From an optimization exercise on the open Yosys and OpenROAD flow, aimed at small area and few clock cycles per item; shortcuts taken in it are not production practice. In this exercise RTL edits were held to simulation tests only and were not proved equivalent to the original. Power is estimated from default activity; no workload was simulated.

===== flow/design.v =====
module instr_mem_pipe #(
    parameter int          DEPTH     = 64,
    parameter int          READ_LAT  = 1,
    parameter logic [31:0] NOP       = 32'h00000013,
    localparam int         AW        = $clog2(DEPTH)
) (
    input  logic          clk,
    input  logic          rst_n,
    input  logic          req_valid,
    output logic          req_ready,
    input  logic [31:0]   req_pc,
    output logic          rsp_valid,
    input  logic          rsp_ready,
    output logic [31:0]   rsp_instr,
    output logic [31:0]   rsp_pc,
    output logic [1:0]    rsp_fault,
    input  logic          flush,
    input  logic          prog_we,
    input  logic [AW-1:0] prog_addr,
    input  logic [31:0]   prog_wdata
);
    localparam int QD = READ_LAT + 1;
    localparam int PW = $clog2(QD);
    localparam int CW = $clog2(QD + 1);
    logic [31:0] mem [0:DEPTH-1];
    logic [READ_LAT:1] st_v;
    logic [31:0]       st_pc  [1:READ_LAT];
    logic [31:0]       st_dat [1:READ_LAT];
    logic [1:0]        st_flt [1:READ_LAT];
    logic [31:0] q_pc  [0:QD-1];
    logic [31:0] q_dat [0:QD-1];
    logic [1:0]  q_flt [0:QD-1];
    logic [PW-1:0] wptr, rptr;
    logic [CW-1:0] cnt, cred;
    logic        mis, oor, accept, pop, push, q_pop, q_empty;
    logic [31:0] rd_word;
    function automatic logic [PW-1:0] inc(input logic [PW-1:0] p);
        if (p == PW'(QD - 1)) inc = '0;
        else                  inc = p + 1'b1;
    endfunction
    always_ff @(posedge clk) begin
        if (prog_we && 32'(prog_addr) < 32'(DEPTH))
            mem[prog_addr] <= prog_wdata;
    end
    assign mis = |req_pc[1:0];
    assign oor = req_pc[31:2] >= 30'(DEPTH);
    always_comb begin
        rd_word = NOP;
        if (!(mis | oor))
            rd_word = mem[req_pc[AW+1:2]];
    end
    assign q_empty   = (cnt == '0);
    assign rsp_valid = q_empty ? st_v[READ_LAT] : 1'b1;
    assign rsp_instr = q_empty ? st_dat[READ_LAT] : q_dat[rptr];
    assign rsp_pc    = q_empty ? st_pc[READ_LAT] : q_pc[rptr];
    assign rsp_fault = q_empty ? st_flt[READ_LAT] : q_flt[rptr];
    assign pop       = rsp_valid & rsp_ready;
    assign q_pop     = pop & !q_empty;
    assign push      = st_v[READ_LAT] & !(q_empty & rsp_ready);
    assign req_ready = !flush & ((cred < CW'(QD)) | pop);
    assign accept    = req_valid & req_ready;
    always_ff @(posedge clk) begin
        if (push) begin
            q_pc[wptr]  <= st_pc[READ_LAT];
            q_dat[wptr] <= st_dat[READ_LAT];
            q_flt[wptr] <= st_flt[READ_LAT];
        end
    end
    always_ff @(posedge clk or negedge rst_n) begin
        if (!rst_n) begin
            st_v <= '0;
            for (int k = 1; k <= READ_LAT; k++) begin
                st_pc[k]  <= '0;
                st_dat[k] <= NOP;
                st_flt[k] <= '0;
            end
            wptr <= '0;
            rptr <= '0;
            cnt  <= '0;
            cred <= '0;
        end else begin
            st_pc[1]  <= req_pc;
            st_dat[1] <= rd_word;
            st_flt[1] <= {oor, mis};
            for (int k = 2; k <= READ_LAT; k++) begin
                st_pc[k]  <= st_pc[k-1];
                st_dat[k] <= st_dat[k-1];
                st_flt[k] <= st_flt[k-1];
            end
            if (flush) begin
                st_v <= '0;
                wptr <= '0;
                rptr <= '0;
                cnt  <= '0;
                cred <= '0;
            end else begin
                st_v[1] <= accept;
                for (int k = 2; k <= READ_LAT; k++)
                    st_v[k] <= st_v[k-1];
                if (push)
                    wptr <= inc(wptr);
                if (q_pop)
                    rptr <= inc(rptr);
                cnt  <= cnt + CW'(push) - CW'(q_pop);
                cred <= cred + CW'(accept) - CW'(pop);
            end
        end
    end
endmodule

===== flow/constraint.sdc =====
create_clock -name core_clock -period 3.0 [get_ports {clk}]
set_input_delay 0.6000 -clock core_clock [delete_from_list [all_inputs] [get_ports {clk}]]
set_output_delay 0.6000 -clock core_clock [all_outputs]
set_load 0.01 [all_outputs]

===== flow/run.sh =====
#!/bin/bash
# synth_recipe.tcl (not shown) runs the flow's synth.tcl, then flattens the netlist and writes it again
# the make line also repeats each setting of config.mk as NAME=value (left out here)
make -C /OpenROAD-flow-scripts/flow DESIGN_CONFIG=/design/flow/config.mk WORK_HOME=/design/flow/orfs CLKGATE_MAP_FILE= SYNTH_SCRIPT=/design/flow/synth_recipe.tcl finish

===== flow/config.mk =====
export PLATFORM = sky130hd
export DESIGN_NAME = instr_mem_pipe
export DESIGN_NICKNAME = instr_mem_pipe
export VERILOG_FILES = /design/flow/design.v
export SDC_FILE = /design/flow/constraint.sdc
export NUM_CORES = 4
export LEC_CHECK = 0
export CAP_MARGIN = 20
export CORE_MARGIN = 2
export CORE_UTILIZATION = 40
export SLEW_MARGIN = 20

==> results list, run 1 <==
- Power share of the clock group: 39.9%
* Cell with the biggest individual delay on the critical path: sky130_fd_sc_hd__dfrtp_2
- In the routed layout, each cell is associated on average with a via count of 5.821.
- After Yosys synthesis, full adders, half adders and majority gates account for 0.05813% of the synthesized area.
* Root buffer cell: sky130_fd_sc_hd__clkbuf_16
* Category of the critical setup timing path: reg -> out
- Series of cell instances along the critical path: or2_4 > buf_8 > clkbuf_16 > nor2_4 > a21oi_4 > clkdlybuf4s15_2
- Most utilized layer in the global route result: met2
- Inst Count DP: about 7100
- Number of remaining DRC errors: 0
* Core ar.: 214200 µm²
- The total count of max-transition violations in the final report was 0.
- Initial antenna violation count: 24
* Mux cell area share after synthesis: 15.89%
* Synth unique cells: between 60 and 70
- In the synthesized netlist the dominant register cell turns out to be sky130_fd_sc_hd__edfxtp_1.
- 144 I/O pins were placed.
- After synthesis the cells add up to 86090 µm².
* Max Cap Violations: 0
- Horizontal die dimension: 467.9 µm
- The synthesized design spends more area on one cell type than any other, namely sky130_fd_sc_hd__edfxtp_1.
- Commonest cells in the synthesized netlist: sky130_fd_sc_hd__edfxtp_1, sky130_fd_sc_hd__mux4_2, sky130_fd_sc_hd__mux2i_1, sky130_fd_sc_hd__nor2_1, sky130_fd_sc_hd__nand2_1
- TritonCTS built the clock tree.
- Internal portion of total power: 53410 µW
* Gr usage total: 21.75%
- RSZ-0062 raised after global routing: yes
- Together, buffers and inverters on the worst path number 3.
- Die area: approximately 220000 µm²
- First-pass detailed-route iteration total: 7
* Number of enable flip-flop cells after synthesis: 2180
- Final total power: 69270 µW
- Number of standard cells in the final layout excluding fillers: 7528
* Met2 track utilization from global routing: 34.09%
- Entering global routing, the biggest net connects 65 pins.
- Die H: approximately 470 µm
* Global-route congestion overflow total: 0
- The final layout contains 4575 nets.
* Residual antenna-violating net count after detailed routing: 0
- Critical path data required time: 2400 ps
- Wire length of the first global-routing pass: 334.7 mm
- A synthesized cell averages 22.00 µm².
- # fillers: 17272
* Switching fraction of total power: 22.90%
* Maximum fanout count along the critical path: 9
* Number of vias after detailed routing: 43817
* Largest family of logic cells by synthesized area: multiplexers
- The Yosys step of the flow raised 4 warnings.
- Simple-Gate Fraction of Synth Area: 2.187%
- For this run, global-route usage on met1 was measured as 31.17%.
* Final routed wirelength across all metal layers: 239.3 mm
- Once detailed placement completed, the half-perimeter wirelength came to 145.4 mm.
- The worst-case IR drop observed on VDD is 0.6713 mV.
* Crit share post-route: between 90% and 100%
- Before CTS, the worst setup slack after placement is -461.9 ps.
* Initial core utilization: 40.19%
- Maximum clock insertion buffer count: 3
- Number of global-route vias before repair: 43235
- Outcome: complete, no violations
- Post-synthesis xor/xnor area fraction: 0.06104%
- Synthesis handed over a netlist of around 3900 instances.
* Leakage component of the power: 0.03296 µW
* Layout cell share with drive strength beyond 1: 31.31%
* Areal power density over the cells: 675.4 nW/µm²
- Net switching power: 15860 µW
* Power share of the combinational group: 9.6%
- Setup violations remaining at the end of the flow were counted as 0.
- Path class of the lowest-slack min-delay path: in -> reg
* Clock Sinks: 2253
- H-tree level count: 4
- CTS buffer count: 220
- STA classifies the critical path endpoint as an output pin.
- For this run, asynchronously set or reset flops after synthesis account for ~3.2%.
- Min Clock Period, post-route: roughly 3000 ps
- Sequential cells account for 50.5% of the total power.
- Count leader, synth: sky130_fd_sc_hd__edfxtp_1
- The count of final hold-check violations came to 0.
- Worst Max-Slew Pin Slew: between 900 and 1000 ps
* Longest individual stage delay on the worst path: approximately 460 ps
- Cell types with the largest area share after synthesis: sky130_fd_sc_hd__edfxtp_1, sky130_fd_sc_hd__mux4_2, sky130_fd_sc_hd__mux2i_1
- STA puts the critical path data arrival time at 2330 ps.
* Worst-path clk slew: 60 ps
- In this run the tightest slew margin relative to its limit is 39.62%.
- For this run, global-route usage on met3 was measured as 4.821%.
* Fin Clk Skew: 56.65 ps
* Number of storage elements in the synthesis netlist: 2253
- Complex-gate fraction of the synthesized area: 2.168%
- The synthesized design devotes to its leading area cell type 76.04% of total area.
- After synthesis, flip-flops and latches occupy 78.16% of the total area.
- Synthesized netlist net count: 3994
- Relative to the synthesized area, the layout overhead comes to 19.13%.
* IO Port Bufs: 143
* Total number of placement rows: 170
- Timing would allow up to 0.3413 GHz.
- The congestion estimate from routability-driven global placement came to a little over 0.8.
- Final setup slack of the worst path: 70.37 ps
- Broken down by cell family, the worst path's largest delay share belongs to buffers and inverters.
* Detailed Route Iter0 Violations: 5545
- The later pin in the worst-skew pair is clocked with a latency of 880 ps.
- The worst setup path is launched from a flip-flop.
* Routed wire per std cell: 31.79 µm
## flip-flops by register name, summed over array words and instances, names as in the netlist
signal / cells
cnt: 2
st_pc: 32
q_dat: 64
q_flt: 4
rptr: 1
st_dat: 32
q_pc: 64
st_v: 1
wptr: 1
cred: 2
st_flt: 2
mem: 2048
## logic make-up after synthesis
kind of cell | count (synthesis)
fa+ha+maj | 4
compound gates | 274
buf+inv | 226
xor+xnor | 6
simple gates | 429
mux | 722
flops | 2253
## final cells by class
type	instances	area (µm²)	area share [%]
Multi-Input combinational cell	1437	18250	17.79
Timing Repair Buffer	570	6156	6.002
Clock inverter	124	1345	1.311
Sequential cell	2253	67300	65.62
Inverter	13	53.80	0.05246
Clock buffer	288	5892	5.745
Antenna cell	5	12.51	0.01220
Tap cell	2838	3551	3.462
## layer usage
layer / up-vias / wire length, µm
met5: - / 129
met4: 18 / 5099
met3: 342 / 22390
met2: 2028 / 112600
met1: 23821 / 99090
li1: 17608 / -
## what timing repair did
| action | CTS | global route |
|---|---|---|
| hold buffers | 3 | 0 |
| cloned | 2 | 3 |
| setup endpoints to repair | 66 | 18 |
| gates resized for setup | 191 | 43 |
| pin swaps | 1 | 2 |
| hold endpoints to repair | 34 | 0 |
| setup buffers | 10 | 3 |
## metrics by stage
step           utilization, %  TNS (ps)  hold WS [ps]  cell area (µm²)
2_1_floorplan               -    -71500         304.4            86170
3_3_place_gp            44.39    -508.5         451.2            95070
3_5_place_dp            44.39    -803.3         452.4            95070
4_1_cts                 47.78    -741.8         93.45           102300
5_1_grt                 47.88    -7.025         117.7           102600
6_report                47.88         0         145.8           102600
## placed cells by master, fill, tap and decap left out, types with 7 or more instances in the layout
master / netlist / final
sky130_fd_sc_hd__a21oi_1: 94 / 80
sky130_fd_sc_hd__a221oi_1: 13 / 13
sky130_fd_sc_hd__nor2b_1: 13 / 10
sky130_fd_sc_hd__inv_1: 11 / 10
sky130_fd_sc_hd__nand4_1: 18 / 18
sky130_fd_sc_hd__nand2_1: 132 / 132
sky130_fd_sc_hd__or3_1: 7 / 7
sky130_fd_sc_hd__nand3_1: 26 / 26
sky130_fd_sc_hd__dfrtp_1: 70 / 67
sky130_fd_sc_hd__edfxtp_1: 2180 / 2180
sky130_fd_sc_hd__a32oi_1: 14 / 14
sky130_fd_sc_hd__clkinv_1: 2 / 39
sky130_fd_sc_hd__mux4_2: 514 / 514
sky130_fd_sc_hd__mux2i_1: 191 / 191
sky130_fd_sc_hd__clkinv_2: 0 / 38
sky130_fd_sc_hd__nor2_1: 180 / 105
sky130_fd_sc_hd__nor2_4: 0 / 71
sky130_fd_sc_hd__clkbuf_8: 0 / 11
sky130_fd_sc_hd__dlygate4sd2_1: 0 / 20
sky130_fd_sc_hd__clkdlybuf4s15_2: 0 / 9
sky130_fd_sc_hd__buf_12: 0 / 141
sky130_fd_sc_hd__nand2b_1: 15 / 15
sky130_fd_sc_hd__and2_1: 7 / 7
sky130_fd_sc_hd__bufinv_16: 0 / 22
sky130_fd_sc_hd__o211ai_1: 11 / 11
sky130_fd_sc_hd__o21ai_0: 13 / 13
sky130_fd_sc_hd__a21oi_2: 0 / 9
sky130_fd_sc_hd__o22ai_1: 16 / 16
sky130_fd_sc_hd__buf_2: 47 / 61
sky130_fd_sc_hd__a22oi_1: 52 / 52
sky130_fd_sc_hd__buf_4: 62 / 280
sky130_fd_sc_hd__clkbuf_1: 74 / 56
sky130_fd_sc_hd__o2111ai_1: 8 / 8
sky130_fd_sc_hd__clkbuf_16: 0 / 223
sky130_fd_sc_hd__inv_6: 0 / 7
sky130_fd_sc_hd__mux2_2: 17 / 17
sky130_fd_sc_hd__clkdlybuf4s50_1: 0 / 37
## power groups by stage
stage | Clock, µW | Sequential, µW | Combinational [µW]
after floorplan | 0 | 35600 | 3140
after CTS | 28000 | 35000 | 6340
after global placement | 0 | 35700 | 6400
after global routing | 29200 | 35000 | 7110
final | 27600 | 35000 | 6640
after detailed placement | 0 | 35700 | 6450
## path summary, 6_finish.rpt
path,start,endpoint,slack (ps),cells after the start
min in group asynchronous,rst_n,st_pc[1][23],290,2
max in group asynchronous,rst_n,st_dat[1][19],1920,3
setup reg to reg,cnt[1],cnt[1],650,11
setup / recovery,cnt[1],rsp_instr[11],70,6
hold reg to reg,st_pc[1][4],q_pc[0][4],470,0
hold / removal,req_pc[3],st_pc[1][3],150,2
Testbench counts, summed over its fixed seeds: cycles 17,877, items 16,000.
==> run 2, diff against run 1 <==
==> flow/design.v (replaced) <==
module imp_wcell (
    input  logic q,
    input  logic ld,
    input  logic ld_n,
    input  logic c,
    output logic d
);
    assign d = (q & ld_n) | (ld & c);
endmodule
module imp_rcell (
    input  logic d0,
    input  logic s0_n,
    input  logic d1,
    input  logic s1_n,
    output logic y
);
    assign y = ~((d0 | s0_n) & (d1 | s1_n));
endmodule
module instr_mem_pipe (
    input  logic          clk,
    input  logic          rst_n,
    input  logic          req_valid,
    output logic          req_ready,
    input  logic [31:0]   req_pc,
    output logic          rsp_valid,
    input  logic          rsp_ready,
    output logic [31:0]   rsp_instr,
    output logic [31:0]   rsp_pc,
    output logic [1:0]    rsp_fault,
    input  logic          flush,
    input  logic          prog_we,
    input  logic [5:0]    prog_addr,
    input  logic [31:0]   prog_wdata
);
    localparam logic [31:0] NOP = 32'h00000013;
    logic [63:0][31:0] mem;
    logic [63:0][31:0] mem_d;
    logic [63:0]       wr, wr_n;
    always_comb begin
        for (int i = 0; i < 64; i++) begin
            wr[i]   = prog_we & (prog_addr == 6'(i));
            wr_n[i] = ~wr[i];
        end
    end
    for (genvar i = 0; i < 64; i++) begin : g_row
        for (genvar b = 0; b < 32; b++) begin : g_bit
            imp_wcell u_w (
                .q(mem[i][b]), .ld(wr[i]), .ld_n(wr_n[i]), .c(prog_wdata[b]),
                .d(mem_d[i][b])
            );
        end
    end
    always_ff @(posedge clk) begin
        mem <= mem_d;
    end
    logic        mis, oor, ok;
    logic [63:0] sel_n;
    logic [31:0][31:0] ry;
    logic [31:0] rd_word;
    assign mis = |req_pc[1:0];
    assign oor = |req_pc[31:8];
    assign ok  = ~(mis | oor);
    always_comb begin
        for (int i = 0; i < 64; i++)
            sel_n[i] = ~(req_pc[7:2] == 6'(i));
    end
    for (genvar b = 0; b < 32; b++) begin : g_col
        for (genvar j = 0; j < 32; j++) begin : g_pair
            imp_rcell u_r (
                .d0(mem[2*j][b]),   .s0_n(sel_n[2*j]),
                .d1(mem[2*j+1][b]), .s1_n(sel_n[2*j+1]),
                .y(ry[b][j])
            );
        end
        assign rd_word[b] = ok ? ~(|ry[b]) : NOP[b];
    end
    logic        v, ld, ld_n;
    logic [65:0] out_q, out_in, out_d;
    assign ld        = ~v | rsp_ready;
    assign ld_n      = ~ld;
    assign req_ready = ~flush & ld;
    assign rsp_valid = v;
    always_ff @(posedge clk or negedge rst_n) begin
        if (!rst_n)
            v <= 1'b0;
        else
            v <= ~flush & ((req_valid & ld) | ld_n);
    end
    assign out_in = {oor, mis, rd_word, req_pc};
    for (genvar k = 0; k < 66; k++) begin : g_out
        imp_wcell u_w (
            .q(out_q[k]), .ld(ld), .ld_n(ld_n), .c(out_in[k]), .d(out_d[k])
        );
    end
    always_ff @(posedge clk) begin
        out_q <= out_d;
    end
    assign rsp_pc    = out_q[31:0];
    assign rsp_instr = out_q[63:32];
    assign rsp_fault = out_q[65:64];
endmodule
--- a/flow/config.mk
+++ b/flow/config.mk
@@ -7,5 +7,8 @@
 export LEC_CHECK = 0
 export CAP_MARGIN = 20
 export CORE_MARGIN = 2
-export CORE_UTILIZATION = 40
+export CORE_UTILIZATION = 55
+export CTS_BUF_LIST = sky130_fd_sc_hd__clkbuf_8
+export CTS_CLUSTER_SIZE = 30
 export SLEW_MARGIN = 20
+export SYNTH_HIERARCHICAL = 1
==> results list, run 2 <==
* Outcome: finished with violations
- Failed Checks: setup timing
- R2r setup slk: 710 ps (+60 ps)
- The first-pass iteration count of the detailed router was 8 (+1).
* Worst skew pair latency: 1030 ps (+150 ps)
- The clock transition at the registers of the reported paths was 70 ps (about the same).
- The number of buffers created by CTS was 342 (+55%).
- Layout cell share with drive strength beyond 1: 19.84% (-11 points)
* Commonest cells in the synthesized netlist: sky130_fd_sc_hd__a22o_1, sky130_fd_sc_hd__dfxtp_1, sky130_fd_sc_hd__o22ai_1, sky130_fd_sc_hd__nor4_1, sky130_fd_sc_hd__nand2_1
* Maximum clock insertion buffer count: 4 (+1)
- Crit share post-route: 104.5% (+6.9 points)
* Core ar.: 127800 µm² (-40%)
* Number of cells produced by synthesis: 5921 (+51%)
- Critical Path Sink Type: flip-flop
- The area after detailed placement came to 84010 µm² (-12%).
- Arr. time, crit path: 4070 ps (+1740 ps)
- The total setup violations reported at the end of the flow is 5 (+5).
- TritonCTS built the clock tree.
- Leakage component of the power: 0.03773 µW (+14%)
- The final routed wire length divided by cell count is 33.04 µm (+3.9%).
- The total I/O pin count is 144 (unchanged).
* Timing-limited maximum frequency: 0.3189 GHz (-6.6%)
* Wire length of the first global-routing pass: 433.5 mm (+29%)
* Clock Sinks: 2115 (-6.1%)
- Final total power: 65830 µW (-5.0%)
- Setup repair after global routing left no endpoint under its margin.
- The total wirelength of the detailed-routed design came to 300.5 mm (+26%).
- IO Port Bufs: 143 (unchanged)
* Dominant register cell in the synthesized netlist: sky130_fd_sc_hd__dfxtp_1
- Initial antenna violation count: 11 (-54%)
- The HPWL after detailed placement is 191.6 mm (+32%).
- The die extent in y is 363.5 µm (-22%).
- Worst Max-Slew Pin Slew: 1249 ps (+343.4 ps)
- The depth of the worst register-to-register path came to 5 (-6).
- The count of final hold-check violations came to 0 (unchanged).
* Sequential-to-total area share from yosys stat: 59.58% (-19 points)
- Gr usage total: 44.11% (+22 points)
- Critical path capture point: out_q[37]
- The placement row count was 131 (-23%).
- Clock tree synthesis selected as its root buffer the cell sky130_fd_sc_hd__clkbuf_8.
- The worst slack after detailed placement is -1397 ps (-935.0 ps).
- The portion of synthesized cell area occupied by the leading cell type is 59.54% (-16 points).
* Cell types with the largest area share after synthesis: sky130_fd_sc_hd__dfxtp_1, sky130_fd_sc_hd__a22o_1, sky130_fd_sc_hd__o22ai_1
* Maximum vdd ir drop: 0.6101 mV (-9.1%)
* H-tree level count: 5 (+1)
* Synth unique cells: 31 (-52%)
* FF-to-FF End: out_q[47]
- The number of global-route vias before repair came to 63599 (+47%).
- The time the worst path needs with I/O delays and setup is 3135 ps (+205.7 ps).
- Final Wtd Congestion: 0.9869 (+22%)
- The net count of the finished layout came to 7276 (+59%).
* Highest-count cells in the layout ignoring fill and taps: sky130_fd_sc_hd__a22o_1, sky130_fd_sc_hd__dfxtp_1, sky130_fd_sc_hd__o22ai_1, sky130_fd_sc_hd__buf_4, sky130_fd_sc_hd__clkbuf_8
- Cell type with the highest aggregate area in the netlist: sky130_fd_sc_hd__dfxtp_1
* Async set-reset flop share out of synthesis: 0.04728% (-3.2 points)
- Horizontal die dimension: 363.5 µm (-22%)
- Initial core utilization: 55.59% (+15 points)
- Synthesized netlist net count: 5997 (+50%)
- The peak fanout along the critical path was 13 (+4).
* Registers with the most flip-flops: mem (2048), out_q (66), v (1)
- The via density per instance is 7.269 (+25%).
* Number of post-CTS setup repair buffers: 0 (-10)
- The worst-case headroom to the max-slew limit came to 16.73% (-23 points).
- The post-route DRC violation count is 0 (unchanged).
- Category of the critical setup timing path: in -> reg
- Mapped cell area: 71080 µm² (-17%)
- Number of storage elements in the synthesis netlist: 2115 (-6.1%)
* Pin count of the biggest net entering global routing: 68 (+4.6%)
- Number of vias after detailed routing: 66108 (+51%)
- The post-layout instance area came to 90900 µm² (-11%).
- Number of standard cells in the final layout excluding fillers: 9095 (+21%)
- Launching element of the worst setup path: req_pc[3]
* Final Slew Violations: 0 (unchanged)
* Path class of the lowest-slack min-delay path: in -> reg
- Inst Count DP: 8518 (+20%)
- Warnings, synthesis: 7 (+3)
- Detailed Route Iter0 Violations: 7975 (+44%)
- R2R Path Start: mem[815]
* Mean Syn Cell Area: 12.00 µm² (-45%)
* Areal power density over the cells: 724.2 nW/µm² (+7.2%)
- Relative to the synthesized area, the layout overhead comes to 27.89%.
- The overall overflow remaining after global route is 0 (unchanged).
- Die area: 132100 µm² (-40%)
- More flip-flops sit in one register than any other, and that register is mem.
- The number of nets with antenna violations after routing came to 0 (unchanged).
* Fin Clk Skew: 66.76 ps (+10.10 ps)
- The number of synthesized flops with an enable pin came to 0 (-100%).
* Flip-flop count of the largest register, all copies and words added: 2048 (unchanged)
* Final setup slack of the worst path: -135.4 ps (-205.7 ps)
* Category of the worst setup path launch point: input port
- The required time reported for the critical path endpoint is 3930 ps (+1530 ps).
- The number of maximum-capacitance violations is 0 (unchanged).
run 2: changes by cell type after synthesis, sizes merged, moves of 69 or more:
| cell | change |
|---|---|
| edfxtp | -2180 |
| dfxtp | +2114 |
| a22o | +2112 |
| o22ai | +1008 |
| mux4 | -514 |
| nor4 | +288 |
| mux2i | -191 |
| buf | -127 |
| a21oi | -94 |
| nor2 | -94 |
| dfrtp | -69 |
run 2: kinds of logic (layout without fill, tap and decap cells):
kind of cell / count (synthesis) / in the layout / synth area share (%)
simple gates: 629 / 629 / 5.073
other cells: 0 / 3 / 0
buf+inv: 36 / 1545 / 0.2482
compound gates: 3141 / 3141 / 35.10
flops: 2115 / 2115 / 59.58
run 2: final cells by class:
type / count / area, µm²
Tap cell: 1662 / 2079
Inverter: 7 / 26.28
Clock buffer: 422 / 5808
Clock inverter: 152 / 842.1
Timing Repair Buffer: 964 / 10600
Multi-Input combinational cell: 3770 / 29190
Antenna cell: 3 / 7.507
Sequential cell: 2115 / 42350
Fill cell: 9431 / 36950
run 2: worst min-delay path by stage:
stage	cells past startpoint	startpoint	endpoint	slack (ps)
floorplan	0	rst_n	v	300
finish	2	prog_wdata[11]	mem[1323]	100
global route	2	prog_wdata[11]	mem[1163]	70
CTS	2	prog_wdata[11]	mem[1291]	30
detailed placement	1	out_q[11]	out_q[11]	470
global placement	1	mem[2032]	mem[2032]	470
run 2: per-stage QoR:
stage / TNS (ps) / hold WS [ps] / util, %
2_1_floorplan: -13630 / 304.4 / -
3_3_place_gp: -45560 / 466.2 / 65.61
3_5_place_dp: -37080 / 469.2 / 65.71
4_1_cts: 0 / 33.83 / 71.00
5_1_grt: 0 / 69.50 / 71.10
6_report: -249.8 / 104.2 / 71.10
run 2: timing repair:
| item | 4_1_cts | 5_1_grt |
|---|---|---|
| setup endpoints to repair | 27 | 26 |
| hold buffers | 1 | 0 |
| hold endpoints to repair | 1 | 0 |
| pin swaps | 2 | 11 |
| resized for setup | 22 | 23 |
run 2: metal layers:
metal	global-route usage (%)	vias up	share of wire, %
li1	-	27853	-
met1	56.26	32816	38
met2	63.83	4415	42
met3	11.24	1018	11
met4	34.28	6	8.8
met5	0	-	0.014
run 2: power by group:
group | total (µW) | switching, µW | internal (µW)
clock | 24600 | 11300 | 13300
combinational | 7140 | 2950 | 4190
sequential | 34100 | 2130 | 31900
run 2: per-module statistics from Yosys (local to each module, per instance):
module	area, µm²	flip-flops and latches
imp_wcell	8.758	0
imp_rcell	6.256	0
instr_mem_pipe	46150	2115
run 2: critical path: stages:
cell and delay, ps:
sky130_fd_sc_hd__clkdlybuf4s50_1 460, sky130_fd_sc_hd__buf_4 190, sky130_fd_sc_hd__nand2b_2 180, sky130_fd_sc_hd__nor3_1 100
sky130_fd_sc_hd__buf_4 170, sky130_fd_sc_hd__nand2_1 60, sky130_fd_sc_hd__buf_4 220, sky130_fd_sc_hd__buf_6 210
sky130_fd_sc_hd__o22ai_1 150, sky130_fd_sc_hd__nor4_1 620, sky130_fd_sc_hd__nand4_1 600, sky130_fd_sc_hd__nor4_2 320
sky130_fd_sc_hd__a22o_1 160
Testbench counts of run 2, summed over its fixed seeds: cycles 17,876, items 16,000.
==> run 3, diff against run 2 <==
--- a/flow/design.v
+++ b/flow/design.v
@@ -62,7 +62,7 @@
     assign ok  = ~(mis | oor);
     always_comb begin
         for (int i = 0; i < 64; i++)
-            sel_n[i] = ~(req_pc[7:2] == 6'(i));
+            sel_n[i] = ~(ok & (req_pc[7:2] == 6'(i)));
     end
     for (genvar b = 0; b < 32; b++) begin : g_col
         for (genvar j = 0; j < 32; j++) begin : g_pair
@@ -75,6 +75,8 @@
         assign rd_word[b] = ok ? ~(|ry[b]) : NOP[b];
     end
     logic        v, ld, ld_n;
+    logic [31:0] pc_q, ins_q;
+    logic [1:0]  flt_q;
     logic [65:0] out_q, out_in, out_d;
     assign ld        = ~v | rsp_ready;
     assign ld_n      = ~ld;
--- a/flow/config.mk
+++ b/flow/config.mk
@@ -7,8 +7,6 @@
 export LEC_CHECK = 0
 export CAP_MARGIN = 20
 export CORE_MARGIN = 2
-export CORE_UTILIZATION = 55
-export CTS_BUF_LIST = sky130_fd_sc_hd__clkbuf_8
-export CTS_CLUSTER_SIZE = 30
+export CORE_UTILIZATION = 40
 export SLEW_MARGIN = 20
 export SYNTH_HIERARCHICAL = 1
==> results list, run 3 <==
* Outcome: finished with violations
- Failed Checks: setup timing
* TritonCTS clock tree: done
* I/O Pins: 144 (unchanged)
- Worst Max-Slew Pin Slew: 1173 ps (-76.34 ps)
* Dominant register cell in the synthesized netlist: sky130_fd_sc_hd__dfxtp_1
- The total count of max-transition violations in the final report was 0 (unchanged).
* Category of the critical setup timing path: in -> reg
- The worst hold path begins at req_pc[24].
- Timing-limited maximum frequency: 0.3302 GHz (+3.5%)
- Root buffer cell: sky130_fd_sc_hd__clkbuf_16
- Power share of the combinational group: 8.2% (-2.6 points)
* Worst skew pair latency: 880 ps (-150 ps)
- The area of the mapped netlist is 71360 µm² (+0.40%).
- The cell leakage power is 0.03811 µW (+1.0%).
* IO Port Bufs: 143 (unchanged)
- The overall overflow remaining after global route came to 0 (unchanged).
- Horizontal die dimension: 426.4 µm (+17%)
- Internal portion of total power: 51060 µW (+3.3%)
- Number of global-route vias before repair: 61729 (-2.9%)
- The net switching fraction of the power is 23.67% (-1.3 points).
- Sorting the synthesized cells by how often they occur yields sky130_fd_sc_hd__a22o_1, sky130_fd_sc_hd__dfxtp_1, sky130_fd_sc_hd__o22ai_1, sky130_fd_sc_hd__nor4_1, sky130_fd_sc_hd__nor2_1.
- Cell types with the largest area share after synthesis: sky130_fd_sc_hd__dfxtp_1, sky130_fd_sc_hd__a22o_1, sky130_fd_sc_hd__o22ai_1
* Initial core utilization: 40.12% (-15 points)
* Fin Clk Skew: 35.25 ps (-31.51 ps)
- First-pass detailed-route iteration total: 6 (-2)
- The final hold slack came to 12.74 ps (-91.44 ps).
* Path class of the lowest-slack min-delay path: in -> reg
* Registers with the most flip-flops: mem (2048), out_q (66), v (1)
- Via density per instance: 6.766 (-6.9%)
* Crit share post-route: 101.0% (-3.6 points)
- Fin. Hold Viols: 0 (unchanged)
* Clock Sinks: 2115 (unchanged)
* Gr usage total: 32.51% (-12 points)
* Residual antenna-violating net count after detailed routing: 0 (unchanged)
* Seq pwr share: 51.0% (-0.8 points)
- Die area: 181800 µm² (+38%)
- The number of buffers created by CTS came to 208 (-39%).
* Total number of placement rows: 155 (+18%)
- Async set-reset flop share out of synthesis: 0.04728% (unchanged)
- Number of storage elements in the synthesis netlist: 2115 (unchanged)
- The sequential cell area fraction in the yosys report was 59.34% (-0.24 points).
* Wire length of the first global-routing pass: 441.2 mm (+1.8%)
- The mean cell area of the mapped netlist is 11.89 µm² (-0.94%).
- Number of standard cells in the final layout excluding fillers: 9606 (+5.6%)
* Layout Area Growth over Synthesis: 32.45%
- In the layout the commonest cells are sky130_fd_sc_hd__a22o_1, sky130_fd_sc_hd__dfxtp_1, sky130_fd_sc_hd__o22ai_1, sky130_fd_sc_hd__buf_4, sky130_fd_sc_hd__buf_12.
- Routed wire per std cell: 31.85 µm (-3.6%)
- Synth unique cells: 34 (+9.7%)
* Detailed Route Iter0 Violations: 8210 (+2.9%)
* Warnings, synthesis: 7 (unchanged)
- The number of flip-flops in the largest register is 2048 (unchanged).
- The number of H-tree levels came to 4 (-1).
- Final Wtd Congestion: 1.001 (+1.4%)
* Layout cell share with drive strength beyond 1: 20.35% (+0.51 points)
* Number of endpoints failing setup at the final stage: 2 (-3)
- Maximum clock insertion buffer count: 3 (-1)
- Maximum fanout count along the critical path: 17 (+4)
- The number of maximum-capacitance violations came to 0 (unchanged).
- The worst supply voltage drop on vdd is 0.6090 mV (-0.19%).
* Worst-path clk slew: 60 ps (about the same)
- R2R Path Start: mem[522]
- The time the worst path needs with I/O delays and setup is 3029 ps (-106.8 ps).
- Largest Register: mem
- The die extent in y came to 426.4 µm (+17%).
- The net count of the finished layout came to 7143 (-1.8%).
- The portion of synthesized cell area occupied by the leading cell type is 59.31% (-0.23 points).
- Cell type with the highest aggregate area in the netlist: sky130_fd_sc_hd__dfxtp_1
- STA classifies the critical path startpoint as an input port.
- Worst slew margin relative to its limit: 21.82% (+5.1 points)
- The total wirelength of the detailed-routed design came to 305.9 mm (+1.8%).
- The placed cell count is 9144 (+7.3%).
* # fillers: 15247 (+62%)
- Post-layout util: 53.15% (-18 points)
* Areal power density over the cells: 707.7 nW/µm² (-2.3%)
- Number of cells produced by synthesis: 6001 (+1.4%)
- Half-perimeter wire length of the detailed placement result: 196.1 mm (+2.3%)
- STA classifies the critical path endpoint as a flip-flop.
- The detailed-route via count was 64990 (-1.7%).
- The arrival time reported for the critical path endpoint is 3840 ps (-230 ps).
- Number of enable flip-flop cells after synthesis: 0 (unchanged)
- Core ar.: 177800 µm² (+39%)
* Pin count of the biggest net entering global routing: 65 (-4.4%)
- Net switching power: 15840 µW (-3.5%)
- The net count after synthesis was 6077 (+1.3%).
* Power share of the clock group: 40.9% (+3.5 points)
- In this run the worst setup path begins at req_pc[3].
- Critical path data required time: 3810 ps (-120 ps)
* Number of remaining DRC errors: 0 (unchanged)
* Final setup slack of the worst path: -28.61 ps (+106.8 ps)
- The initial antenna violation count was 18 (+7).
-- run 3: cell count changes in the layout (fill, tap and decap cells not counted), moves of 66 or more --
cell,before,now
sky130_fd_sc_hd__buf_4,580,511
sky130_fd_sc_hd__clkbuf_16,0,211
sky130_fd_sc_hd__clkbuf_8,422,43
sky130_fd_sc_hd__inv_1,112,6
sky130_fd_sc_hd__nand2_1,140,74
sky130_fd_sc_hd__nor4_1,220,149
-- run 3: routing by layer --
metal	vias to the layer above	wire length, µm	GRT usage (%)
met5	-	37	0
met4	6	16620	16.82
met3	625	32250	7.860
met2	3573	129700	46.88
met1	33042	127300	44.90
li1	27744	-	-
-- run 3: layout make-up --
class | count | area [µm²] | share of cell area, %
antenna | 6 | 15.01 | 0.01589
sequential | 2115 | 42350 | 44.80
timing repair buffer | 905 | 10510 | 11.12
clock inverter | 91 | 1234 | 1.305
multi-input combinational | 3830 | 31450 | 33.27
inverter | 7 | 27.53 | 0.02912
clock buffer | 297 | 5991 | 6.338
tap | 2355 | 2947 | 3.118
-- run 3: cells by family (layout without fill, tap and decap cells) --
| group | count (synthesis) | after routing | share of synthesized area (%) |
|---|---|---|---|
| AO/OA/AOI/OAI | 3141 | 3141 | 34.96 |
| flip-flops | 2115 | 2115 | 59.34 |
| AND/OR/NAND/NOR | 689 | 689 | 5.378 |
| buffers and inverters | 56 | 1300 | 0.3226 |
| other | 0 | 6 | 0 |
-- run 3: path summary, 6_finish.rpt --
| path | cells after the start | end | slack (ps) |
|---|---|---|---|
| setup / recovery | 13 | out_q[42] | -30 |
| hold / removal | 2 | out_q[24] | 10 |
| setup reg to reg | 6 | out_q[42] | 780 |
| hold reg to reg | 1 | out_q[1] | 480 |
| max in group asynchronous | 2 | v | 2480 |
| min in group asynchronous | 2 | v | 420 |
-- run 3: metrics by stage --
step                      area [µm²]  power, µW  setup WS (ps)  setup TNS, ps
final                          94520      66890         -28.61         -30.92
after global routing           94510      68990         -9.251         -11.44
after CTS                      93780      66930          4.622              0
after detailed placement       84950      39930          -1512         -36110
after global placement         84750      39630          -1898         -40140
after floorplan                72160      37770         -349.0         -22330
-- run 3: power by group through the flow --
| stage | registers [µW] | logic, µW | clock network (µW) |
|---|---|---|---|
| after floorplan | 34000 | 3790 | 0 |
| after global placement | 34400 | 5200 | 0 |
| after detailed placement | 34500 | 5390 | 0 |
| after CTS | 34000 | 5420 | 27500 |
| after global routing | 34500 | 5830 | 28700 |
| final | 34100 | 5470 | 27300 |
-- run 3: Yosys stat by module (local to each module, per instance) --
module	flops+latches	copies in the design	area, µm²	cells
imp_rcell	0	1024	6.256	1
imp_wcell	0	2114	8.758	1
instr_mem_pipe	2115	1	46440	2863
-- run 3: worst max-delay path, stage by stage --
cell                              delay, ps
sky130_fd_sc_hd__clkdlybuf4s50_1        450
sky130_fd_sc_hd__buf_12                 170
sky130_fd_sc_hd__or4bb_1                230
sky130_fd_sc_hd__buf_4                  210
sky130_fd_sc_hd__nor2_2                  70
sky130_fd_sc_hd__nand3_4                180
sky130_fd_sc_hd__buf_12                 190
sky130_fd_sc_hd__o22ai_2                120
sky130_fd_sc_hd__nor4_4                 440
sky130_fd_sc_hd__nand4_1                520
sky130_fd_sc_hd__buf_4                  340
sky130_fd_sc_hd__nor4_4                 120
sky130_fd_sc_hd__a22o_1                 150
-- run 3: what timing repair did --
action | in CTS | in global routing
pin swaps | 16 | 18
cloned | 8 | 2
resized for setup | 159 | 93
hold buffers | 1 | 1
endpoints found under the setup margin | 32 | 31
buffers inserted | 30 | 26
hold endpoints to repair | 1 | 1
Testbench counts of run 3, summed over its fixed seeds: cycles 17,876, items 16,000.
==> run 4, diff against run 3 <==
--- a/flow/design.v
+++ b/flow/design.v
@@ -62,7 +62,7 @@
     assign ok  = ~(mis | oor);
     always_comb begin
         for (int i = 0; i < 64; i++)
-            sel_n[i] = ~(ok & (req_pc[7:2] == 6'(i)));
+            sel_n[i] = ~(req_pc[7:2] == 6'(i));
     end
     for (genvar b = 0; b < 32; b++) begin : g_col
         for (genvar j = 0; j < 32; j++) begin : g_pair
@@ -75,8 +75,6 @@
         assign rd_word[b] = ok ? ~(|ry[b]) : NOP[b];
     end
     logic        v, ld, ld_n;
-    logic [31:0] pc_q, ins_q;
-    logic [1:0]  flt_q;
     logic [65:0] out_q, out_in, out_d;
     assign ld        = ~v | rsp_ready;
     assign ld_n      = ~ld;
==> flow/flow/run.sh (new file) <==
#!/bin/bash
# Standard ORFS flow (the standard.sh, unchanged synthesis), with:
# - clock tree synthesis from clkbuf_16 only, with sink clusters of up to 25
#   registers per buffer and no dummy loads;
# - a plain buffer (buf_2) on every input and output port.
set -euo pipefail
CTS="-sink_clustering_enable -repair_clock_nets"
CTS="$CTS -buf_list sky130_fd_sc_hd__clkbuf_16"
CTS="$CTS -sink_clustering_size 25 -sink_clustering_max_diameter 60"
CTS="$CTS -sink_buffer_max_cap_derate 0.05 -dont_use_dummy_load"
bash standard.sh "CTS_ARGS=$CTS" \
    "BUFFER_PORTS_ARGS=-buffer_cell sky130_fd_sc_hd__buf_2" finish > make.log 2>&1
==> flow/standard.sh (new file) <==
#!/bin/bash
# synth_recipe.tcl (not shown) runs the flow's synth.tcl, then flattens the netlist and writes it again
# the make line also repeats each setting of config.mk as NAME=value (left out here)
make -C /OpenROAD-flow-scripts/flow DESIGN_CONFIG=/design/flow/config.mk WORK_HOME=/design/flow/orfs CLKGATE_MAP_FILE= SYNTH_SCRIPT=/design/flow/synth_recipe.tcl "${@:-finish}"
--- a/flow/config.mk
+++ b/flow/config.mk
@@ -7,6 +7,7 @@
 export LEC_CHECK = 0
 export CAP_MARGIN = 20
 export CORE_MARGIN = 2
-export CORE_UTILIZATION = 40
+export CORE_UTILIZATION = 55
+export SETUP_SLACK_MARGIN = 0.3
 export SLEW_MARGIN = 20
 export SYNTH_HIERARCHICAL = 1
removed: flow/run.sh
==> results list, run 4 <==
- Highest-count cells in the layout ignoring fill and taps: sky130_fd_sc_hd__a22o_1, sky130_fd_sc_hd__dfxtp_1, sky130_fd_sc_hd__o22ai_1, sky130_fd_sc_hd__buf_4, sky130_fd_sc_hd__nor4_1
- Nets@finish: 7095 (-0.67%)
- The net count after synthesis was 5997 (-1.3%).
- I/O Pins: 144 (unchanged)
- The peak fanout along the critical path came to 11 (-6).
- Crit share post-route: 94.78% (-6.2 points)
* Via density per instance: 7.449 (+10%)
- Met1 Routed Length: 116.1 mm (-8.8%)
- Worst min-delay path startpoint: req_pc[28]
* RSZ-0062 raised after global routing: yes
* Half-perimeter wire length of the detailed placement result: 189.6 mm (-3.3%)
- The synthesized design spends more area on one cell type than any other, namely sky130_fd_sc_hd__dfxtp_1.
- Number of remaining DRC errors: 0 (unchanged)
- The routed wire length on met3 came to 32.88 mm (+2.0%).
- The number of flip-flops in the largest register came to 2048 (unchanged).
- The portion of synthesized cell area occupied by the leading cell type came to 59.54% (+0.23 points).
- Warnings, synthesis: 7 (unchanged)
- Global-route congestion overflow total: 0 (unchanged)
- Final routed wirelength across all metal layers: 296.9 mm (-3.0%)
* Mapped cell area: 71080 µm² (-0.39%)
- The arrival time reported for the critical path endpoint came to 3530 ps (-310 ps).
- The post-route clock skew was 62.08 ps (+26.83 ps).
- The buffer depth of the longest clock path was 3 (unchanged).
* Routed wl met2: 123.4 mm (-4.8%)
- The worst setup path is captured at a flip-flop.
* Path class of the lowest-slack min-delay path: in -> reg
- Count of cells along the worst register-to-register path: 6 (unchanged)
* Number of enable flip-flop cells after synthesis: 0 (unchanged)
- Largest Register: mem
- Category of the critical setup timing path: in -> reg
- The number of buffers inserted by port buffering came to 143 (unchanged).
* R2R Path Start: mem[1542]
- Fin. Hold Viols: 0 (unchanged)
* Routed wire per std cell: 34.20 µm (+7.4%)
* Post-layout instance area: 86840 µm² (-8.1%)
* Areal power density over the cells: 675.2 nW/µm² (-4.6%)
- Detailed Route Iter0 Violations: 7877 (-4.1%)
- Number of storage elements in the synthesis netlist: 2115 (unchanged)
- The worst supply voltage drop on vdd is 0.5260 mV (-14%).
- The flop-to-flop setup slack is 640 ps (-140 ps).
- Horizontal die dimension: 363.5 µm (-15%)
* Final Slew Violations: 0 (unchanged)
- The number of buffers created by CTS came to 139 (-33%).
- The worst-case headroom to the max-slew limit was 11.58% (-10 points).
- Highest metal layer with signal wires: met5
- For this run, the leading register cell type out of synthesis is sky130_fd_sc_hd__dfxtp_1.
- Hold Crit Depth: 2 (unchanged)
- Final Wtd Congestion: 1.004 (+0.31%)
* Async set-reset flop share out of synthesis: 0.04728% (unchanged)
- The area growth from synthesis to layout is 22.18%.
- The flow ran to the end and the layout has no timing, DRC or antenna violations.
- Mean Syn Cell Area: 12.00 µm² (+0.95%)
- Initial antenna violation count: 10 (-8)
- The number of maximum-capacitance violations is 0 (unchanged).
- Sequential-to-total area share from yosys stat: 59.58% (+0.24 points)
* Wire length of the first global-routing pass: 427.7 mm (-3.1%)
- Number of global-route vias before repair: 60666 (-1.7%)
- The largest registers in the layout are mem (2048), out_q (66), v (1).
- Core ar.: 127800 µm² (-28%)
- Min Clock Period, post-route: 2843 ps (-185.2 ps)
- First-pass detailed-route iteration total: 6 (unchanged)
- The clock latency of the later-clocked register in the worst-skew pair is 800 ps (-80 ps).
* FF+latch area: 42350 µm² (unchanged)
- FF-to-FF End: out_q[38]
- The TritonCTS sink count was 2115 (unchanged).
* Number of vias after detailed routing: 64664 (-0.50%)
* # fillers: 9838 (-35%)
* Commonest cells in the synthesized netlist: sky130_fd_sc_hd__a22o_1, sky130_fd_sc_hd__dfxtp_1, sky130_fd_sc_hd__o22ai_1, sky130_fd_sc_hd__nor4_1, sky130_fd_sc_hd__nand2_1
* Leakage component of the power: 0.03552 µW (-6.8%)
- STA classifies the critical path startpoint as an input port.
- The die extent in y was 363.5 µm (-15%).
- The number of H-tree levels came to 4 (unchanged).
- Total Neg Setup Slack: 0 ps (+30.92 ps)
* Cell types with the largest area share after synthesis: sky130_fd_sc_hd__dfxtp_1, sky130_fd_sc_hd__a22o_1, sky130_fd_sc_hd__o22ai_1
* Number of cells produced by synthesis: 5921 (-1.3%)
* TritonCTS clock tree: done
- The starting utilization of the core area is 55.59% (+15 points).
- The tree is rooted in a sky130_fd_sc_hd__clkbuf_16.
* Total area of multi-input combinational cells: 29400 µm² (-6.5%)
* Cell area after placement: 82610 µm² (-2.8%)
* Number of endpoints failing setup at the final stage: 0 (-2)
- The overall die area was 132100 µm² (-27%).
* Total number of placement rows: 131 (-15%)
- The fraction of layout instances using a drive strength above 1 was 18.67% (-1.7 points).
- The largest net degree at the start of global routing came to 66 (+1.5%).
- Worst Max-Slew Pin Slew: 1314 ps (+141.4 ps)
- The clock transition at the registers of the reported paths was 80 ps (+20 ps).
- Timing-limited maximum frequency: 0.3517 GHz (+6.5%)
* Critical path data required time: 3680 ps (-130 ps)
* Hold Path Sink: out_q[28]
* Gr usage total: 43.50% (+11 points)
- The distinct cell type count after synthesis came to 31 (-8.8%).
- Residual antenna-violating net count after detailed routing: 0 (unchanged)
[run 4: logic make-up after synthesis]
group	after synthesis	share of synthesized area, %
AO/OA/AOI/OAI	3141	35.10
flip-flops	2115	59.58
AND/OR/NAND/NOR	629	5.073
buffers and inverters	36	0.2482
[run 4: cell type report]
cell class / instances / area share, %
diodes: 2 / 0.005763
clock buffers: 139 / 4.005
inverters: 7 / 0.04322
multi-input cells: 3770 / 33.86
flip-flops and latches: 2115 / 48.76
well taps: 1662 / 2.395
repair buffers: 986 / 10.93
[run 4: worst max path at each step]
stage,from,to,cells past startpoint
after floorplan,prog_addr[3],mem[1504],5
after global routing,req_pc[2],out_q[58],14
after detailed placement,req_pc[2],out_q[34],14
after global placement,req_pc[2],out_q[52],14
final,req_pc[3],out_q[60],13
after CTS,req_pc[2],out_q[34],14
[run 4: metrics by stage]
| step | std cells | setup WS (ps) | hold WS [ps] | utilization (%) | total power, µW |
|---|---|---|---|---|---|
| finish | 8681 | 156.6 | 39.77 | 67.93 | 58630 |
| global placement | 8505 | -1638 | 373.9 | 64.49 | 41070 |
| detailed placement | 8511 | -1423 | 378.6 | 64.62 | 41380 |
| CTS | 8654 | 119.7 | 11.04 | 67.53 | 58330 |
| floorplan | 5921 | -213.1 | 304.4 | - | 38240 |
| global route | 8679 | 205.7 | 24.41 | 67.92 | 60340 |
[run 4: worst max-delay path: stages]
cell	delay [ps]
sky130_fd_sc_hd__buf_6	120
sky130_fd_sc_hd__nand2b_1	150
sky130_fd_sc_hd__nor3_1	740
sky130_fd_sc_hd__nand2_1	280
sky130_fd_sc_hd__buf_12	220
sky130_fd_sc_hd__buf_4	190
sky130_fd_sc_hd__o22ai_1	250
sky130_fd_sc_hd__nor4_1	110
sky130_fd_sc_hd__buf_4	140
sky130_fd_sc_hd__nand4_1	290
sky130_fd_sc_hd__buf_4	190
sky130_fd_sc_hd__nor4_2	40
sky130_fd_sc_hd__a22o_1	190
[run 4: per-layer routing]
metal	vias up	global-route usage, %
li1	27273	-
met1	32307	58.27
met2	4228	62.47
met3	846	9.373
met4	10	30.51
met5	-	0
[run 4: power breakdown]
group / internal, µW / switching (µW) / total, µW
clock network: 8210 / 9290 / 17500
registers: 31900 / 2130 / 34000
logic: 4120 / 2990 / 7100
[run 4: timing repair]
action / CTS / global route
gates cloned: 0 / 2
setup buffers: 2 / 23
hold buffers: 2 / 0
gates resized for setup: 40 / 57
endpoints found under the setup margin: 19 / 23
endpoints found under the hold margin: 2 / 0
pin swaps: 12 / 24
[run 4: per-module statistics from Yosys (local to each module, per instance)]
module          cells inside  flops+latches  cell area [µm²]
instr_mem_pipe          2783           2115            46150
imp_wcell                  1              0            8.758
imp_rcell                  1              0            6.256
Testbench counts of run 4, summed over its fixed seeds: cycles 17,876, items 16,000.
==> run 5, diff against run 4 <==
--- a/flow/design.v
+++ b/flow/design.v
@@ -54,25 +54,39 @@
         mem <= mem_d;
     end
     logic        mis, oor, ok;
-    logic [63:0] sel_n;
-    logic [31:0][31:0] ry;
+    logic [7:0]  lo_n, hi_n;
+    logic [31:0][31:0] ry;       
+    logic [31:0][7:0]  gz;       
+    logic [31:0][3:0]  hy;       
     logic [31:0] rd_word;
     assign mis = |req_pc[1:0];
     assign oor = |req_pc[31:8];
     assign ok  = ~(mis | oor);
     always_comb begin
-        for (int i = 0; i < 64; i++)
-            sel_n[i] = ~(req_pc[7:2] == 6'(i));
+        for (int k = 0; k < 8; k++) begin
+            lo_n[k] = ~(req_pc[4:2] == 3'(k));
+            hi_n[k] = ~(req_pc[7:5] == 3'(k));
+        end
     end
     for (genvar b = 0; b < 32; b++) begin : g_col
-        for (genvar j = 0; j < 32; j++) begin : g_pair
-            imp_rcell u_r (
-                .d0(mem[2*j][b]),   .s0_n(sel_n[2*j]),
-                .d1(mem[2*j+1][b]), .s1_n(sel_n[2*j+1]),
-                .y(ry[b][j])
+        for (genvar g = 0; g < 8; g++) begin : g_grp
+            for (genvar j = 0; j < 4; j++) begin : g_pair
+                imp_rcell u_r (
+                    .d0(mem[8*g+2*j][b]),   .s0_n(lo_n[2*j]),
+                    .d1(mem[8*g+2*j+1][b]), .s1_n(lo_n[2*j+1]),
+                    .y(ry[b][4*g+j])
+                );
+            end
+            assign gz[b][g] = ~(|ry[b][4*g+3:4*g]);
+        end
+        for (genvar j = 0; j < 4; j++) begin : g_hpair
+            imp_rcell u_h (
+                .d0(gz[b][2*j]),   .s0_n(hi_n[2*j]),
+                .d1(gz[b][2*j+1]), .s1_n(hi_n[2*j+1]),
+                .y(hy[b][j])
             );
         end
-        assign rd_word[b] = ok ? ~(|ry[b]) : NOP[b];
+        assign rd_word[b] = ok ? ~(|hy[b]) : NOP[b];
     end
     logic        v, ld, ld_n;
     logic [65:0] out_q, out_in, out_d;
==> results list, run 5 <==
- The time the worst path needs with I/O delays and setup is 2741 ps (-102.3 ps).
- The most numerous cell type found on the critical path is sky130_fd_sc_hd__buf_4.
- The overall overflow remaining after global route is 0 (unchanged).
- Worst-path clk slew: 70 ps (about the same)
- The number of DRC violations after detailed-routing iteration 0 is 7971 (+1.2%).
- The post-layout instance count excluding filler cells is 8616 (-0.75%).
* Path class of the lowest-slack min-delay path: in -> reg
* Arr. time, crit path: 3470 ps (-60 ps)
- Final Wtd Congestion: 0.9359 (-6.8%)
- The post-route clock skew was 54.42 ps (-7.659 ps).
* Async set-reset flop share out of synthesis: 0.04728% (unchanged)
* Worst hold margin: 43.24 ps (+3.468 ps)
- The total design power came to 60340 µW (+2.9%).
* Gr usage total: 42.25% (-1.3 points)
- Worst Max-Slew Pin Slew: 1092 ps (-222.3 ps)
- Core ar.: 128000 µm² (+0.13%)
- For this design, the slowest cell found on the critical path is sky130_fd_sc_hd__or4_1.
- The detailed-route via count was 64509 (-0.24%).
* Nets@finish: 6954 (-2.0%)
- The final clock period utilization by the worst path is 91.37% (-3.4 points).
- The final core area utilization was 66.85% (-1.1 points).
- Category of the worst setup path launch point: input port
- Inst Count DP: 8442 (-0.81%)
- The count of final hold-check violations came to 0 (unchanged).
* Number of cells produced by synthesis: 5941 (+0.34%)
* GRT met3 Usage: 10.65% (+1.3 points)
- The worst setup path is of the in -> reg kind.
* Series of cell instances along the critical path: buf_4 > or3b_4 > buf_4 > buf_12 > buf_4 > o22ai_1 > nor4_2 > o22ai_1 > buf_4 > or4_1 > nor4_2 > a22o_1
- Areal power density over the cells: 705.1 nW/µm² (+4.4%)
* Number of global-route vias before repair: 60867 (+0.33%)
* RSZ-0062 raised after global routing: yes
- Registers with the most flip-flops: mem (2048), out_q (66), v (1)
- Layout cell share with drive strength beyond 1: 15.88% (-2.8 points)
- IO Port Bufs: 143 (unchanged)
* Warnings, synthesis: 7 (unchanged)
- Number of endpoints failing setup at the final stage: 0 (unchanged)
* Worst skew pair latency: 800 ps (about the same)
- Met2 track utilization from global routing: 60.95% (-1.5 points)
- Number of storage elements in the synthesis netlist: 2115 (unchanged)
- The required time reported for the critical path endpoint is 3730 ps (+50 ps).
- The sequential cell area fraction in the yosys report came to 59.50% (-0.073 points).
* Largest Register: mem
* Synth unique cells: 25 (-19%)
- In the layout the commonest cells are sky130_fd_sc_hd__a22o_1, sky130_fd_sc_hd__dfxtp_1, sky130_fd_sc_hd__o22ai_1, sky130_fd_sc_hd__buf_4, sky130_fd_sc_hd__nor4_1.
* Leakage component of the power: 0.03397 µW (-4.4%)
- Root buffer cell: sky130_fd_sc_hd__clkbuf_16
- Maximum vdd ir drop: 0.5460 mV (+3.8%)
- The post-route DRC violation count is 0 (unchanged).
- Routed wire per std cell: 33.66 µm (-1.6%)
* Mean Syn Cell Area: 11.98 µm² (-0.21%)
* I/O Pins: 144 (unchanged)
- H-tree level count: 4 (unchanged)
- Commonest cells in the synthesized netlist: sky130_fd_sc_hd__a22o_1, sky130_fd_sc_hd__dfxtp_1, sky130_fd_sc_hd__o22ai_1, sky130_fd_sc_hd__nor4_1, sky130_fd_sc_hd__nor2_1
- Wire length of the first global-routing pass: 418.2 mm (-2.2%)
- The flow ran to the end and the layout has no timing, DRC or antenna violations.
* Cell types with the largest area share after synthesis: sky130_fd_sc_hd__dfxtp_1, sky130_fd_sc_hd__a22o_1, sky130_fd_sc_hd__o22ai_1
* Die area: 132300 µm² (+0.12%)
- Mapped cell area: 71160 µm² (+0.12%)
- The largest net degree at the start of global routing came to 67 (+1.5%).
* Final routed wirelength across all metal layers: 290.0 mm (-2.3%)
- Final Slew Violations: 0 (unchanged)
* Via density per instance: 7.487 (+0.51%)
- The TritonCTS sink count came to 2115 (unchanged).
* Flip-flop count of the largest register, all copies and words added: 2048 (unchanged)
- TritonCTS clock tree: done
* Worst slew margin relative to its limit: 27.20% (+16 points)
* Dominant register cell in the synthesized netlist: sky130_fd_sc_hd__dfxtp_1
* GR met1 Demand/Resource: 57.68% (-0.58 points)
* Residual antenna-violating net count after detailed routing: 0 (unchanged)
- met2 is the most crowded layer.
- The starting utilization of the core area is 55.59% (about the same).
- Die H: 363.7 µm (about the same)
* Longest individual stage delay on the worst path: 420 ps (-320 ps)
* Number of enable flip-flop cells after synthesis: 0 (unchanged)
- Layout Area Growth over Synthesis: 20.25%
- The buffer depth of the longest clock path is 3 (unchanged).
- The initial antenna violation count was 22 (+12).
- CTS buffer count: 143 (+2.9%)
- First-pass detailed-route iteration total: 6 (unchanged)
- The peak fanout along the critical path was 16 (+5).
- The worst setup path is captured at a flip-flop.
- Max Cap Violations: 0 (unchanged)
- Cell type with the highest aggregate area in the netlist: sky130_fd_sc_hd__dfxtp_1
- Area share of the largest cell type after synthesis: 59.47% (-0.073 points)
* Synthesized netlist net count: 6017 (+0.33%)
- Horizontal die dimension: 363.7 µm (about the same)
* Half-perimeter wire length of the detailed placement result: 175.7 mm (-7.4%)
- The placement row count came to 131 (unchanged).
- Timing-limited maximum frequency: 0.3648 GHz (+3.7%)
==> run 5: cell types whose count changed after synthesis, moves of 4 or more <==
cell / previous run / this run
sky130_fd_sc_hd__o22ai_1: 1024 / 1152
sky130_fd_sc_hd__nand2_1: 140 / 76
sky130_fd_sc_hd__nand4_1: 59 / 2
sky130_fd_sc_hd__nor4_1: 261 / 295
sky130_fd_sc_hd__or4_1: 0 / 32
sky130_fd_sc_hd__nor4_2: 30 / 0
sky130_fd_sc_hd__nor2_1: 86 / 78
sky130_fd_sc_hd__and4_1: 6 / 0
sky130_fd_sc_hd__nand3b_1: 1 / 7
sky130_fd_sc_hd__nor3_1: 12 / 6
sky130_fd_sc_hd__buf_2: 6 / 11
sky130_fd_sc_hd__nand2b_1: 8 / 4
==> run 5: modules after synthesis, one instance, submodules excluded <==
module	area (µm²)	flops+latches
imp_rcell	6.256	0
instr_mem_pipe	45440	2115
imp_wcell	8.758	0
==> run 5: path summary, 6_finish.rpt <==
| kind | slack, ps | from | depth (start not counted) | end |
|---|---|---|---|---|
| worst max-delay path | 260 | req_pc[3] | 12 | out_q[42] |
| worst min-delay path | 40 | req_pc[0] | 2 | out_q[0] |
| worst max register to register | 690 | mem[878] | 7 | out_q[46] |
| worst min register to register | 480 | out_q[1] | 1 | out_q[1] |
| max in group asynchronous | 2770 | rst_n | 2 | v |
| min in group asynchronous | 140 | rst_n | 2 | v |
==> run 5: logic make-up after synthesis <==
kind of cell           Yosys count  share of synthesized area (%)
buffers and inverters           33                         0.1934
AOI/OAI and AO/OA             3266                          36.15
DFF                           2115                          59.50
and+or+nand+nor                527                          4.156
==> run 5: where the power goes <==
part	leakage (µW)	total [µW]	switching [µW]	internal, µW
sequential	0.0174	33900	2050	31900
combinational	0.0148	8590	3780	4810
clock	0.00176	17800	9360	8440
==> run 5: per-layer routing <==
| layer | share of wire, % | vias to the layer above |
|---|---|---|
| li1 | - | 27250 |
| met4 | 6.1 | 22 |
| met5 | 0.056 | - |
| met2 | 42 | 4210 |
| met3 | 12 | 795 |
| met1 | 40 | 32232 |
==> run 5: layout make-up <==
class / count / area [µm²]
timing repair buffer: 818 / 7839
tap: 1729 / 2163
fill: 9869 / 42440
antenna: 11 / 27.53
clock buffer: 143 / 3578
sequential: 2115 / 42350
multi-input combinational: 3793 / 29580
inverter: 7 / 41.29
==> run 5: timing repair <==
item                                   4_1_cts  5_1_grt
pin swaps                                    1       15
hold buffers                                 4        0
setup endpoints to repair                   13       31
setup buffers                                2        9
endpoints found under the hold margin        4        0
gates resized for setup                     14       62
gates cloned                                 1        4
==> run 5: per-stage QoR <==
step | cell area (µm²) | TNS (ps) | setup WS (ps)
finish | 85580 | 0 | 258.8
global route | 85560 | 0 | 241.8
CTS | 85000 | 0 | 215.1
detailed placement | 81250 | -16330 | -901.1
global placement | 81250 | -15820 | -867.1
floorplan | 71210 | -124260 | -3980
==> run 5: critical path: cells and delay by family <==
family          cells  cell delay [ps]
compound gates      3              450
simple gates        4             1460
buf+inv             5              890
Testbench counts of run 5, summed over its fixed seeds: cycles 17,876, items 16,000.
==> run 6, diff against run 5 <==
==> flow/flow/run.sh (replaced) <==
#!/bin/bash
# Standard ORFS flow (the standard.sh, unchanged synthesis), with:
# - clock tree synthesis from clkbuf_16 only, with sink clusters of up to 30
#   registers per buffer and no dummy loads;
# - a plain buffer (buf_2) on every input and output port.
set -euo pipefail
CTS="-sink_clustering_enable -repair_clock_nets"
CTS="$CTS -buf_list sky130_fd_sc_hd__clkbuf_16"
CTS="$CTS -sink_clustering_size 30 -sink_clustering_max_diameter 65"
CTS="$CTS -sink_buffer_max_cap_derate 0.06 -dont_use_dummy_load"
bash standard.sh "CTS_ARGS=$CTS" \
    "BUFFER_PORTS_ARGS=-buffer_cell sky130_fd_sc_hd__buf_2" finish > make.log 2>&1
--- a/flow/config.mk
+++ b/flow/config.mk
@@ -7,7 +7,8 @@
 export LEC_CHECK = 0
 export CAP_MARGIN = 20
 export CORE_MARGIN = 2
-export CORE_UTILIZATION = 55
+export CORE_UTILIZATION = 68
+export PLACE_DENSITY = 0.82
 export SETUP_SLACK_MARGIN = 0.3
 export SLEW_MARGIN = 20
 export SYNTH_HIERARCHICAL = 1
==> results list, run 6 <==
- The flow ran to the end and the layout has no timing, DRC or antenna violations.
* Gr usage total: 49.85% (+7.6 points)
- The area of the mapped netlist came to 71160 µm² (unchanged).
* Layout cell share with drive strength beyond 1: 15.20% (-0.68 points)
* Routed wire per std cell: 33.98 µm (+0.96%)
* I/O Pins: 144 (unchanged)
- The worst-case headroom to the max-slew limit is 31.39% (+4.2 points).
* FF-to-FF End: out_q[58]
- The detailed-route via count came to 66511 (+3.1%).
- Clock Sinks: 2115 (unchanged)
* Arr. time, crit path: 3490 ps (+20 ps)
- Fin Clk Skew: 59.04 ps (+4.618 ps)
- The flop-to-flop setup slack is 640 ps (-50 ps).
* R2R Path Start: mem[794]
- The worst hold path begins at flush.
- Dominant register cell in the synthesized netlist: sky130_fd_sc_hd__dfxtp_1
* Nets@finish: 6892 (-0.89%)
- The wire length of the first global-routing pass was 408.3 mm (-2.4%).
- TritonCTS built the clock tree.
* Fin. Hold Viols: 0 (unchanged)
* Die area: 107300 µm² (-19%)
- Via density per instance: 8.107 (+8.3%)
- Leakage component of the power: 0.03325 µW (-2.1%)
- The time the worst path needs with I/O delays and setup was 2803 ps (+61.78 ps).
- Final Wtd Congestion: 1.011 (+8.1%)
* Warnings, synthesis: 7 (unchanged)
- H-tree level count: 3 (-1)
* Commonest cells in the synthesized netlist: sky130_fd_sc_hd__a22o_1, sky130_fd_sc_hd__dfxtp_1, sky130_fd_sc_hd__o22ai_1, sky130_fd_sc_hd__nor4_1, sky130_fd_sc_hd__nor2_1
* Final Slew Violations: 0 (unchanged)
* Maximum vdd ir drop: 0.6491 mV (+19%)
* Post-layout instance area: 83390 µm² (-2.6%)
- In the layout the commonest cells are sky130_fd_sc_hd__a22o_1, sky130_fd_sc_hd__dfxtp_1, sky130_fd_sc_hd__o22ai_1, sky130_fd_sc_hd__buf_4, sky130_fd_sc_hd__nor4_1.
- The post-route DRC violation count was 0 (unchanged).
- The number of flip-flops in the largest register came to 2048 (unchanged).
* Global-route congestion overflow total: 0 (unchanged)
- Mean Syn Cell Area: 11.98 µm² (unchanged)
- For this design, the slowest cell found on the critical path is sky130_fd_sc_hd__or4_1.
- Cell type with the highest aggregate area in the netlist: sky130_fd_sc_hd__dfxtp_1
- STA classifies the critical path startpoint as an input port.
- The number of nets with antenna violations after routing came to 0 (unchanged).
* Final routed wirelength across all metal layers: 278.8 mm (-3.9%)
* Inst Count DP: 8083 (-4.3%)
- The total design power was 57730 µW (-4.3%).
- The initial antenna violation count was 29 (+32%).
- Number of endpoints failing setup at the final stage: 0 (unchanged)
- Worst skew pair latency: 760 ps (-40 ps)
* Internal portion of total power: 43030 µW (-4.7%)
* Number of enable flip-flop cells after synthesis: 0 (unchanged)
* Sequential-to-total area share from yosys stat: 59.50% (unchanged)
- Worst Max-Slew Pin Slew: 1029 ps (-62.83 ps)
- The post-synthesis sequential element count was 2115 (unchanged).
- Synth unique cells: 25 (unchanged)
* Pin count of the biggest net entering global routing: 67 (unchanged)
* Core ar.: 103600 µm² (-19%)
* Maximum clock insertion buffer count: 3 (unchanged)
* Series of cell instances along the critical path: clkbuf_4 > or3_4 > buf_4 > buf_4 > o22ai_1 > nor4_2 > o22ai_1 > or4_1 > nor4_1 > a22o_1
- The number of DRC violations after detailed-routing iteration 0 is 10052 (+26%).
* Area share of the largest cell type after synthesis: 59.47% (unchanged)
* Crit share post-route: 93.43% (+2.1 points)
- Number of global-route vias before repair: 63755 (+4.7%)
- The net switching fraction of the power was 25.47% (+0.30 points).
- The first-pass iteration count of the detailed router was 6 (unchanged).
- The placement row count was 118 (-9.9%).
- The number of instances in the synthesized netlist was 5941 (unchanged).
- The die outline width came to 327.5 µm (-10%).
* RSZ-0062 raised after global routing: yes
- # fillers: 6483 (-34%)
* Die H: 327.5 µm (-10%)
- Critical path capture point: out_q[58]
- Critical path data required time: 3690 ps (-40 ps)
- The net count after synthesis is 6017 (unchanged).
[run 6: worst min-delay path by stage]
stage	endpoint	slack (ps)	cells after the start
2_1_floorplan	v	300	0
3_3_place_gp	v	370	1
3_5_place_dp	v	380	1
4_1_cts	v	40	2
5_1_grt	v	40	2
6_report	v	40	2
[run 6: power groups by stage]
stage	sequential (µW)	combinational (µW)	clock [µW]
floorplan	34000	5220	0
global placement	34300	7810	0
detailed placement	34500	8070	0
CTS	33900	8150	15000
global route	34400	8850	16000
finish	34100	8540	15100
[run 6: metrics by stage]
stage	setup WS (ps)	TNS (ps)
2_1_floorplan	-3980	-124260
3_3_place_gp	-770.1	-11220
3_5_place_dp	-707.0	-12380
4_1_cts	273.3	0
5_1_grt	228.2	0
6_report	197.1	0
[run 6: per-module statistics from Yosys (local to each module, per instance)]
module	cell area, µm²	copies in the design	flops+latches	cells inside
instr_mem_pipe	45440	1	2115	2675
imp_wcell	8.758	2114	0	1
imp_rcell	6.256	1152	0	1
[run 6: metal layers]
metal  vias to the layer above  wire length [µm]  track usage [%]
met5                         -               240                0
li1                      27071                 -                -
met1                     32153             97410            62.91
met3                      1368             45200            18.72
met4                        24             23810            34.98
met2                      5895            112100            70.42
[run 6: worst register-to-register path, delay by kind of cell (launching register included)]
family	cells	cell delay [ps]
flip-flops	1	370
AO/OA/AOI/OAI	3	620
AND/OR/NAND/NOR	3	1320
[run 6: cells by family (layout without fill, tap and decap cells)]
logic type / after synthesis / in the layout / synth area share, %
and+or+nand+nor: 527 / 527 / 4.156
buffers and inverters: 33 / 906 / 0.1934
DFF: 2115 / 2115 / 59.50
AOI/OAI and AO/OA: 3266 / 3266 / 36.15
other: 0 / 10 / 0
[run 6: timing repair]
item,in CTS,in global routing
resized for setup,10,63
hold buffers,1,0
pin swaps,0,8
setup endpoints to repair,9,27
buffers inserted,0,2
endpoints found under the hold margin,1,0
[run 6: layout make-up]
class	count	area share [%]
diodes	10	0.03001
clock buffers	108	3.241
inverters	7	0.04951
multi-input cells	3793	35.22
flip-flops and latches	2115	50.78
well taps	1380	2.071
repair buffers	791	8.613

-- port drivers added, routing unchanged --
Ports are ideal in the flow. The routed layouts listed here were re-timed in OpenROAD. Step 1 assumes that a clkbuf_16 drives the clock port and a buf_2 every other input. Step 2 also shifts input and output timing later by t, the mid clock arrival at the registers, as if the neighbouring blocks saw the same clock. Three values: no drivers, after step 1, after step 2; two values: the first two.
run	shift t [ns]	setup slack, ns	worst hold slack (ns)
run 1	0.942	0.070 / -0.020 / -0.560	0.146 / 0.136 / 0.470
run 2	1.083	-0.135 / -0.083 / -1.166	0.104 / 0.040 / 0.482
run 3	0.963	-0.029 / -0.064 / -1.027	0.013 / -0.051 / 0.479
run 4	0.857	0.157 / 0.169 / -0.688	0.040 / -0.022 / 0.478
run 5	0.849	0.259 / 0.309 / -0.540	0.043 / -0.011 / 0.481
run 6	0.818	0.197 / 0.248 / -0.570	0.044 / -0.015 / 0.487
Met with ideal ports but missed after step 2: setup timing in run 1, run 4, run 5 and run 6.
